This design comes from an exercise in tuning for small area on the open sky130 flow, not from production work.
Where RTL was checked, it was by simulation tests only, not by an equivalence proof against the original.

Setup of north:
==> module sm_top, before the edit <==
module sm_top (
    input  logic               clk,
    input  logic               rst,
    input  sm_isa_pkg::instr_t instruction,
    output sm_data_pkg::pc_t   pc,
    input  logic               shift_dir,
    input  sm_data_pkg::word_t tx_data,
    input  logic               tx_valid,
    output logic               tx_ready,
    output sm_data_pkg::word_t rx_data,
    output logic               rx_valid,
    input  logic               rx_ready
);
    logic [2:0]  op;
    logic [2:0]  dst;
    logic [4:0]  opnd;
    assign op   = instruction[15:13];
    assign dst  = instruction[7:5];
    assign opnd = instruction[4:0];
    logic [31:0] x, y, osr;
    logic        y_valid, osr_valid;
    logic [5:0]  cnt;
    logic [31:0] mem [4];
    logic [1:0]  rd_ptr, wr_ptr;
    logic [2:0]  count;
    assign rx_data  = x;
    assign tx_ready = !count[2];
    assign rx_valid = (op == 3'd4) && !dst[2];
    logic fifo_empty;
    assign fifo_empty = (count == 3'd0);
    logic is_jmp, is_out, is_pull, is_mov, is_set;
    assign is_jmp  = (op == 3'd0);
    assign is_out  = (op == 3'd3) && !dst[2] && (dst[1:0] != 2'd0);
    assign is_pull = (op == 3'd4) && dst[2];
    assign is_mov  = (op == 3'd5);
    assign is_set  = (op == 3'd7);
    logic src_ok;
    assign src_ok = (opnd[2:0] == 3'd1) || (opnd[2:0] == 3'd2) ||
                    (opnd[2:0] == 3'd3) || (opnd[2:0] == 3'd7);
    logic bx, by, bo;
    always_comb begin
        bx = 1'b0;
        by = 1'b0;
        bo = 1'b0;
        if (is_jmp) begin
            bx = (dst == 3'd1) || (dst == 3'd2) || (dst == 3'd5);
            by = ((dst == 3'd3) || (dst == 3'd4)) && y_valid;
        end else if (is_mov) begin
            bx = (opnd[2:0] == 3'd1);
            by = (opnd[2:0] == 3'd2) && y_valid;
            bo = (opnd[2:0] == 3'd7) && osr_valid;
        end else if (is_pull) begin
            bx = 1'b1;
        end else if (is_out) begin
            bo = shift_dir && osr_valid;
        end
    end
    logic pop, stall, push;
    assign pop   = is_pull && !fifo_empty;
    assign stall = (op == 3'd4) && dst[0] && (dst[2] ? fifo_empty : !rx_ready);
    assign push  = tx_valid && !count[2];
    logic o_b;
    assign o_b = (is_pull && fifo_empty && !dst[0]) || (is_mov && src_ok && dst == 3'd7);
    logic load;
    assign load = pop || o_b;
    logic [4:0] ramt;
    logic [5:0] nfield;
    assign ramt   = is_out ? (shift_dir ? (5'd0 - opnd) : opnd) : 5'd0;
    assign nfield = is_out ? {(opnd == 5'd0) || !osr_valid, opnd} : {load || !osr_valid, 5'd0};
    logic [31:0] b, zlow, nrot, lowmask, keep;
    logic        b_zero;
    sm_zpre u_zpre (.b(b), .zlow(zlow), .zero(b_zero));
    logic [31:0] r1, r2, r3, r4;
    sm_rstage #(.K(1))  u_r0 (.a(osr), .s(ramt[0]), .y(r1));
    sm_rstage #(.K(2))  u_r1 (.a(r1),  .s(ramt[1]), .y(r2));
    sm_rstage #(.K(4))  u_r2 (.a(r2),  .s(ramt[2]), .y(r3));
    sm_rstage #(.K(8))  u_r3 (.a(r3),  .s(ramt[3]), .y(r4));
    sm_rstage #(.K(16)) u_r4 (.a(r4),  .s(ramt[4]), .y(nrot));
    sm_therm u_therm (.n(nfield), .lt(lowmask));
    sm_keep  u_keep  (.lowmask(lowmask), .dir(shift_dir), .keep(keep));
    logic x_ne_y;
    sm_neq u_neq (.a(x), .b(y), .ne(x_ne_y));
    logic [5:0] cnt_sum;
    logic [5:0] cnt_sat;
    assign cnt_sum = {1'b0, cnt[4:0]} + {1'b0, opnd};
    assign cnt_sat = {cnt[5] || cnt_sum[5] || (opnd == 5'd0), cnt_sum[4:0]};
    logic take_jump;
    always_comb begin
        case (dst)
            3'd0: take_jump = 1'b1;
            3'd1: take_jump = b_zero;
            3'd2: take_jump = !b_zero;
            3'd3: take_jump = b_zero;
            3'd4: take_jump = !b_zero;
            3'd5: take_jump = y_valid ? x_ne_y : !b_zero;
            3'd6: take_jump = 1'b0;
            default: take_jump = !cnt[5];
        endcase
    end
    logic [4:0] pc_next;
    assign pc_next = stall ? pc : ((is_jmp && take_jump) ? opnd : pc + 5'd1);
    logic w_b, w_dec, w_outl, w_outr, w_set;
    assign w_b    = is_mov && src_ok;
    assign w_dec  = is_jmp;
    assign w_outl = is_out && !shift_dir && osr_valid;
    assign w_outr = is_out && shift_dir;
    assign w_set  = is_set;
    logic wx, wy;
    assign wx = (is_jmp && dst == 3'd2) || ((is_out || is_set) && dst == 3'd1) ||
                (is_mov && src_ok && dst == 3'd1);
    assign wy = (is_jmp && dst == 3'd4) || ((is_out || is_set) && dst == 3'd2) ||
                (is_mov && src_ok && dst == 3'd2);
    logic [3:0] rsel;
    always_comb begin
        for (int k = 0; k < 4; k++) rsel[k] = pop && (rd_ptr == 2'(k));
    end
    logic [31:0] w, x_next, osr_next;
    for (genvar i = 0; i < 32; i++) begin : g_bit
        sm_bsel u_bsel (
            .x(x[i]), .y(y[i]), .osr(osr[i]), .bx(bx), .by(by), .bo(bo), .b(b[i])
        );
        if (i < 5) begin : g_low
            sm_wsel_imm u_wsel (
                .b(b[i]), .zlow(zlow[i]), .nrot(nrot[i]), .lm(lowmask[i]), .imm(opnd[i]),
                .w_b(w_b), .w_dec(w_dec), .w_outl(w_outl), .w_outr(w_outr), .w_set(w_set),
                .w(w[i])
            );
        end else begin : g_high
            sm_wsel u_wsel (
                .b(b[i]), .zlow(zlow[i]), .nrot(nrot[i]), .lm(lowmask[i]),
                .w_b(w_b), .w_dec(w_dec), .w_outl(w_outl), .w_outr(w_outr),
                .w(w[i])
            );
        end
        sm_hmux u_xmux (.s(wx), .a(w[i]), .h(x[i]), .y(x_next[i]));
        sm_omux u_omux (
            .e0(mem[0][i]), .e1(mem[1][i]), .e2(mem[2][i]), .e3(mem[3][i]), .rsel(rsel),
            .b(b[i]), .o_b(o_b), .nrot(nrot[i]), .keep(keep[i]), .y(osr_next[i])
        );
    end
    always_ff @(posedge clk or posedge rst) begin
        if (rst) begin
            pc  <= '0;
            x   <= '0;
            y_valid   <= 1'b0;
            osr_valid <= 1'b0;
            cnt <= 6'd32;
        end else begin
            pc  <= pc_next;
            x   <= x_next;
            if (wy) y_valid <= 1'b1;
            osr_valid <= 1'b1;
            if (load)        cnt <= 6'd0;
            else if (is_out) cnt <= cnt_sat;
        end
    end
    always_ff @(posedge clk) begin
        osr <= osr_next;
        if (wy) y <= w;
    end
    assign wr_ptr = rd_ptr + count[1:0];
    always_ff @(posedge clk) begin
        if (push) begin
            mem[wr_ptr] <= tx_data;
        end
    end
    always_ff @(posedge clk or posedge rst) begin
        if (rst) begin
            rd_ptr <= '0;
            count  <= '0;
        end else begin
            if (pop)  rd_ptr <= rd_ptr + 2'd1;
            case ({push, pop})
                2'b10:   count <= count + 3'd1;
                2'b01:   count <= count - 3'd1;
                default: count <= count;
            endcase
        end
    end
endmodule
Settings: LEC_CHECK=0, CAP_MARGIN=20, CORE_MARGIN=2, CORE_UTILIZATION=50, SLEW_MARGIN=20, SYNTH_HIERARCHICAL=1; clock period 5.0 ns.
standard.sh (not shown) runs the stock make flow with config.mk's settings and CLKGATE_MAP_FILE= SYNTH_SCRIPT=/design/flow/synth_recipe.tcl, a recipe that flattens the netlist after the stock synthesis.
==> flow/flow/run.sh <==
#!/bin/bash
# The standard layout, with two changes: the port buffers are the
# smallest buffer cell, and clock tree synthesis uses small clock buffers in
# small clusters and adds no dummy loads.
set -euo pipefail
export BUFFER_PORTS_ARGS="-buffer_cell sky130_fd_sc_hd__buf_1"
export CTS_ARGS="-sink_clustering_enable -repair_clock_nets -dont_use_dummy_load -buf_list {sky130_fd_sc_hd__clkbuf_4} -sink_clustering_size 8 -sink_clustering_max_diameter 40"
bash standard.sh > standard.log 2>&1
north reached the end of the flow, and the finished layout is clean on the timing, design-rule and antenna checks.
What south does differently from north at the input level:
--- a/flow/design.v
+++ b/flow/design.v
@@ -134,14 +134,14 @@
     sm_rstage #(.K(16)) u_r4 (.a(r4),  .s(ramt[4]), .y(nrot));
     sm_therm u_therm (.n(nfield), .lt(lowmask));
     sm_keep  u_keep  (.lowmask(lowmask), .dir(shift_dir), .keep(keep));
     logic x_ne_y;
     sm_neq u_neq (.a(x), .b(y), .ne(x_ne_y));
-    logic [5:0] cnt_sum;
+    logic [6:0] cnt_sum;
     logic [5:0] cnt_sat;
-    assign cnt_sum = {1'b0, cnt[4:0]} + {1'b0, opnd};
-    assign cnt_sat = {cnt[5] || cnt_sum[5] || (opnd == 5'd0), cnt_sum[4:0]};
+    assign cnt_sum = {1'b0, cnt} + {1'b0, (opnd == 5'd0), opnd};
+    assign cnt_sat = (cnt_sum >= 7'd32) ? 6'd32 : cnt_sum[5:0];
     logic take_jump;
     always_comb begin
         case (dst)
             3'd0: take_jump = 1'b1;
             3'd1: take_jump = b_zero;
[summary]
- Of south and north, north shows the lower count of clock-buffer cells in the layout, with south above it.
- south: slew at the pin with the worst max-slew slack higher than north
- [south] gate count after technology mapping fell 1.4% relative to north
- Delta (south minus north): buffer and inverter count on the worst path fell 1; sequential share of layout area about even; finished layout cell area about even.
- [compare] base=north new=south: number of gates resized after cts has remained practically unchanged; synthesized cell area has remained practically unchanged; portion of the clock cycle consumed by the worst path in the final layout has decreased; cell count has decreased.
- Between south and north, the die extent in y does not differ in any meaningful way.
- south: no failed stages, no open violations at the end
- Critical path's largest stage delay (south over north): increase, 0.07 ns
For north, only the layout was checked, not whether the RTL still works.

---

== the reference run ==
sm_top, a different RTL version from the one above (not shown whole).
Size: roughly 1200 cells after synthesis, about 240 flip-flops.
==> module sm_top, before the edit <==
module sm_top (
    input  logic               clk,
    input  logic               rst,
    input  sm_isa_pkg::instr_t instruction,
    output sm_data_pkg::pc_t   pc,
    input  logic               shift_dir,
    input  sm_data_pkg::word_t tx_data,
    input  logic               tx_valid,
    output logic               tx_ready,
    output sm_data_pkg::word_t rx_data,
    output logic               rx_valid,
    input  logic               rx_ready
);
    logic [2:0]  op;
    logic [2:0]  dst;
    logic [4:0]  opnd;
    assign op   = instruction[15:13];
    assign dst  = instruction[7:5];
    assign opnd = instruction[4:0];
    logic [31:0] x, y, osr;
    logic        x_valid, y_valid, osr_valid;
    logic        cnt_empty;
    logic [4:0]  cnt_lo;
    logic [5:0]  cnt;
    assign cnt = {cnt_empty, cnt_lo};
    logic [31:0] mem [4];
    logic [1:0]  rd_ptr, wr_ptr;
    logic [2:0]  count;
    assign rx_data  = x & {32{x_valid}};
    assign tx_ready = !count[2];
    assign rx_valid = (op == 3'd4) && !dst[2];
    logic fifo_empty;
    assign fifo_empty = (count == 3'd0);
    logic is_jmp, is_out, is_pull, is_mov, is_set;
    assign is_jmp  = (op == 3'd0);
    assign is_out  = (op == 3'd3) && !dst[2] && (dst[1:0] != 2'd0);
    assign is_pull = (op == 3'd4) && dst[2];
    assign is_mov  = (op == 3'd5);
    assign is_set  = (op == 3'd7);
    logic src_ok;
    assign src_ok = (opnd[2:0] == 3'd1) || (opnd[2:0] == 3'd2) ||
                    (opnd[2:0] == 3'd3) || (opnd[2:0] == 3'd7);
    logic bx, by, bo, br;
    always_comb begin
        bx = 1'b0;
        by = 1'b0;
        bo = 1'b0;
        br = 1'b0;
        if (is_jmp) begin
            bx = ((dst == 3'd1) || (dst == 3'd2) || (dst == 3'd5)) && x_valid;
            by = ((dst == 3'd3) || (dst == 3'd4) || (dst == 3'd5)) && y_valid;
        end else if (is_mov) begin
            bx = (opnd[2:0] == 3'd1) && x_valid;
            by = (opnd[2:0] == 3'd2) && y_valid;
            bo = (opnd[2:0] == 3'd7) && osr_valid;
        end else if (is_pull) begin
            bx = x_valid;
        end else if (is_out) begin
            bo = shift_dir && osr_valid;
            br = !shift_dir && osr_valid;
        end
    end
    logic pop, stall, push;
    assign pop   = is_pull && !fifo_empty;
    assign stall = (op == 3'd4) && dst[0] && (dst[2] ? fifo_empty : !rx_ready);
    assign push  = tx_valid && !count[2];
    logic o_b;
    assign o_b = (is_pull && fifo_empty && !dst[0]) || (is_mov && src_ok && dst == 3'd7);
    logic load;
    assign load = pop || o_b;
    logic [4:0] ramt;
    logic [5:0] nfield;
    assign ramt   = is_out ? (shift_dir ? (5'd0 - opnd) : opnd) : 5'd0;
    assign nfield = is_out ? {(opnd == 5'd0) || !osr_valid, opnd} : {load || !osr_valid, 5'd0};
    logic [31:0] b, nb0, zlow, rot, lowmask, keep;
    logic        b_zero;
    sm_zpre u_zpre (.en(is_jmp), .nb(nb0), .zlow(zlow), .zero(b_zero));
    logic [31:0] r1, r2, r3, r4;
    sm_rstage #(.K(1),  .INV(1)) u_r0 (.a(osr), .s(ramt[0]), .y(r1));
    sm_rstage #(.K(2),  .INV(1)) u_r1 (.a(r1),  .s(ramt[1]), .y(r2));
    sm_rstage #(.K(4),  .INV(1)) u_r2 (.a(r2),  .s(ramt[2]), .y(r3));
    sm_rstage #(.K(8),  .INV(1)) u_r3 (.a(r3),  .s(ramt[3]), .y(r4));
    sm_rstage #(.K(16), .INV(0)) u_r4 (.a(r4),  .s(ramt[4]), .y(rot));
    sm_therm u_therm (.n(nfield), .lt(lowmask));
    sm_keep  u_keep  (.lowmask(lowmask), .dir(shift_dir), .keep(keep));
    logic x_ne_y;
    sm_neq u_neq (.a(x), .b(y), .ne(x_ne_y));
    logic [5:0] cnt_sum;
    logic [5:0] cnt_sat;
    assign cnt_sum = {1'b0, cnt[4:0]} + {1'b0, opnd};
    assign cnt_sat = {cnt[5] || cnt_sum[5] || (opnd == 5'd0), cnt_sum[4:0]};
    logic take_jump;
    always_comb begin
        case (dst)
            3'd0: take_jump = 1'b1;
            3'd1: take_jump = b_zero;
            3'd2: take_jump = !b_zero;
            3'd3: take_jump = b_zero;
            3'd4: take_jump = !b_zero;
            3'd5: take_jump = (x_valid && y_valid) ? x_ne_y : !b_zero;
            3'd6: take_jump = 1'b0;
            default: take_jump = !cnt[5];
        endcase
    end
    logic [4:0] pc_next;
    assign pc_next = stall ? pc : ((is_jmp && take_jump) ? opnd : pc + 5'd1);
    logic w_set;
    assign w_set = is_set;
    logic wx, wy;
    assign wx = (is_jmp && dst == 3'd2) || ((is_out || is_set) && dst == 3'd1) ||
                (is_mov && src_ok && dst == 3'd1);
    assign wy = (is_jmp && dst == 3'd4) || ((is_out || is_set) && dst == 3'd2) ||
                (is_mov && src_ok && dst == 3'd2);
    logic [3:0] rsel;
    always_comb begin
        for (int k = 0; k < 4; k++) rsel[k] = pop && (rd_ptr == 2'(k));
    end
    logic [31:0] w, osr_next;
    for (genvar i = 0; i < 32; i++) begin : g_bit
        sm_bsel u_bsel (
            .x(x[i]), .y(y[i]), .osr(osr[i]), .rot(rot[i]),
            .bx(bx), .by(by), .bo(bo), .br(br), .nb0(nb0[i]), .b(b[i])
        );
        if (i < 5) begin : g_low
            sm_wsel_imm u_wsel (
                .b(b[i]), .zlow(zlow[i]), .lm(lowmask[i]), .imm(opnd[i]),
                .full(!is_out), .w_set(w_set), .w(w[i])
            );
        end else begin : g_high
            sm_wsel u_wsel (
                .b(b[i]), .zlow(zlow[i]), .lm(lowmask[i]), .full(!is_out), .w(w[i])
            );
        end
        sm_omux u_omux (
            .e0(mem[0][i]), .e1(mem[1][i]), .e2(mem[2][i]), .e3(mem[3][i]), .rsel(rsel),
            .b(b[i]), .o_b(o_b), .rot(rot[i]), .keep(keep[i]), .y(osr_next[i])
        );
    end
    always_ff @(posedge clk or posedge rst) begin
        if (rst) begin
            pc  <= '0;
            x_valid   <= 1'b0;
            y_valid   <= 1'b0;
            osr_valid <= 1'b0;
            cnt_empty <= 1'b1;
        end else begin
            pc  <= pc_next;
            if (wx) x_valid <= 1'b1;
            if (wy) y_valid <= 1'b1;
            osr_valid <= 1'b1;
            if (load)        cnt_empty <= 1'b0;
            else if (is_out) cnt_empty <= cnt_sat[5];
        end
    end
    always_ff @(posedge clk) begin
        osr <= osr_next;
        if (load)        cnt_lo <= 5'd0;
        else if (is_out) cnt_lo <= cnt_sat[4:0];
        if (wx) x <= w;
        if (wy) y <= w;
    end
    assign wr_ptr = rd_ptr + count[1:0];
    always_ff @(posedge clk) begin
        if (push) begin
            mem[wr_ptr] <= tx_data;
        end
    end
    always_ff @(posedge clk or posedge rst) begin
        if (rst) begin
            rd_ptr <= '0;
            count  <= '0;
        end else begin
            if (pop)  rd_ptr <= rd_ptr + 2'd1;
            case ({push, pop})
                2'b10:   count <= count + 3'd1;
                2'b01:   count <= count - 3'd1;
                default: count <= count;
            endcase
        end
    end
endmodule
clock: 5.0 ns
lec_check: 0
cap_margin: 20
core_margin: 2
core_utilization: 40
place_density: 0.8
slew_margin: 20
synth_hierarchical: 1
Scripts as last shown in full above: flow/flow/run.sh
What the trial run does differently from the reference run at the input level:
--- a/flow/design.v
+++ b/flow/design.v
@@ -73,14 +73,11 @@
     assign op   = instruction[15:13];
     assign dst  = instruction[7:5];
     assign opnd = instruction[4:0];
     logic [31:0] x, y, osr;
     logic        x_valid, y_valid, osr_valid;
-    logic        cnt_empty;
-    logic [4:0]  cnt_lo;
     logic [5:0]  cnt;
-    assign cnt = {cnt_empty, cnt_lo};
     logic [31:0] mem [4];
     logic [1:0]  rd_ptr, wr_ptr;
     logic [2:0]  count;
     assign rx_data  = x & {32{x_valid}};
     assign tx_ready = !count[2];
@@ -196,24 +193,22 @@
         if (rst) begin
             pc  <= '0;
             x_valid   <= 1'b0;
             y_valid   <= 1'b0;
             osr_valid <= 1'b0;
-            cnt_empty <= 1'b1;
+            cnt <= 6'd32;
         end else begin
             pc  <= pc_next;
             if (wx) x_valid <= 1'b1;
             if (wy) y_valid <= 1'b1;
             osr_valid <= 1'b1;
-            if (load)        cnt_empty <= 1'b0;
-            else if (is_out) cnt_empty <= cnt_sat[5];
+            if (load)        cnt <= 6'd0;
+            else if (is_out) cnt <= cnt_sat;
         end
     end
     always_ff @(posedge clk) begin
         osr <= osr_next;
-        if (load)        cnt_lo <= 5'd0;
-        else if (is_out) cnt_lo <= cnt_sat[4:0];
         if (wx) x <= w;
         if (wy) y <= w;
     end
     assign wr_ptr = rd_ptr + count[1:0];
     always_ff @(posedge clk) begin
## What came out
The trial run closes out successfully: all stages finished, all timing, DRC and antenna checks passed. On final area: the trial run sits below the reference run. The trial run ended with less cell count than the reference run. Total standard cell area after synthesis in the trial run is about 0.5% higher than in the reference run. Row via count: the trial run lower / the reference run higher. Looking at share of cells above drive strength 1, the trial run sits 0.53 points lower than the reference run does. Comparing the trial run and the reference run, the lower number of instances in the synthesized netlist is on the trial run.
The RTL of the reference run was laid out without a check of its function.

## afterwards: timing with drivers on the ports
Ports are ideal in the flow. The routed layouts listed here were re-timed in OpenROAD. Step 1 (the two cells are an assumption about what drives the block):
set clk [get_ports {clk}]
set_driving_cell -lib_cell sky130_fd_sc_hd__clkbuf_16 $clk
set_driving_cell -lib_cell sky130_fd_sc_hd__buf_2 [delete_from_list [all_inputs] $clk]
Step 2 moves the port delays by t, midway between the first and last clock arrival at a register: inputs arrive t later, outputs are due t later. That takes back most of the time a late clock gives input paths. a / b / c = ideal / step 1 / step 2; a / b = the first two.
run | shift t [ns] | setup slack, ns | worst hold slack (ns) | worst data-port slew with drivers (ns)
north | 0.668 | 0.530 / 0.546 / -0.122 | 0.445 / 0.445 / 0.445 | 0.04
south | 0.684 | 0.594 / 0.613 / -0.071 | 0.444 / 0.444 / 0.444 | 0.04
the reference run | 0.689 | 0.612 / 0.627 / -0.062 | 0.371 / 0.354 / 0.443 | 0.06
the trial run | 0.658 | 0.522 / 0.545 / -0.113 | 0.468 / 0.444 / 0.471 | 0.05
Met with ideal ports but missed after step 2: setup timing in every run listed. For the reference run, which loses most, drivers alone change the setup slack by +0.015 ns; drivers and shift together by -0.674 ns.
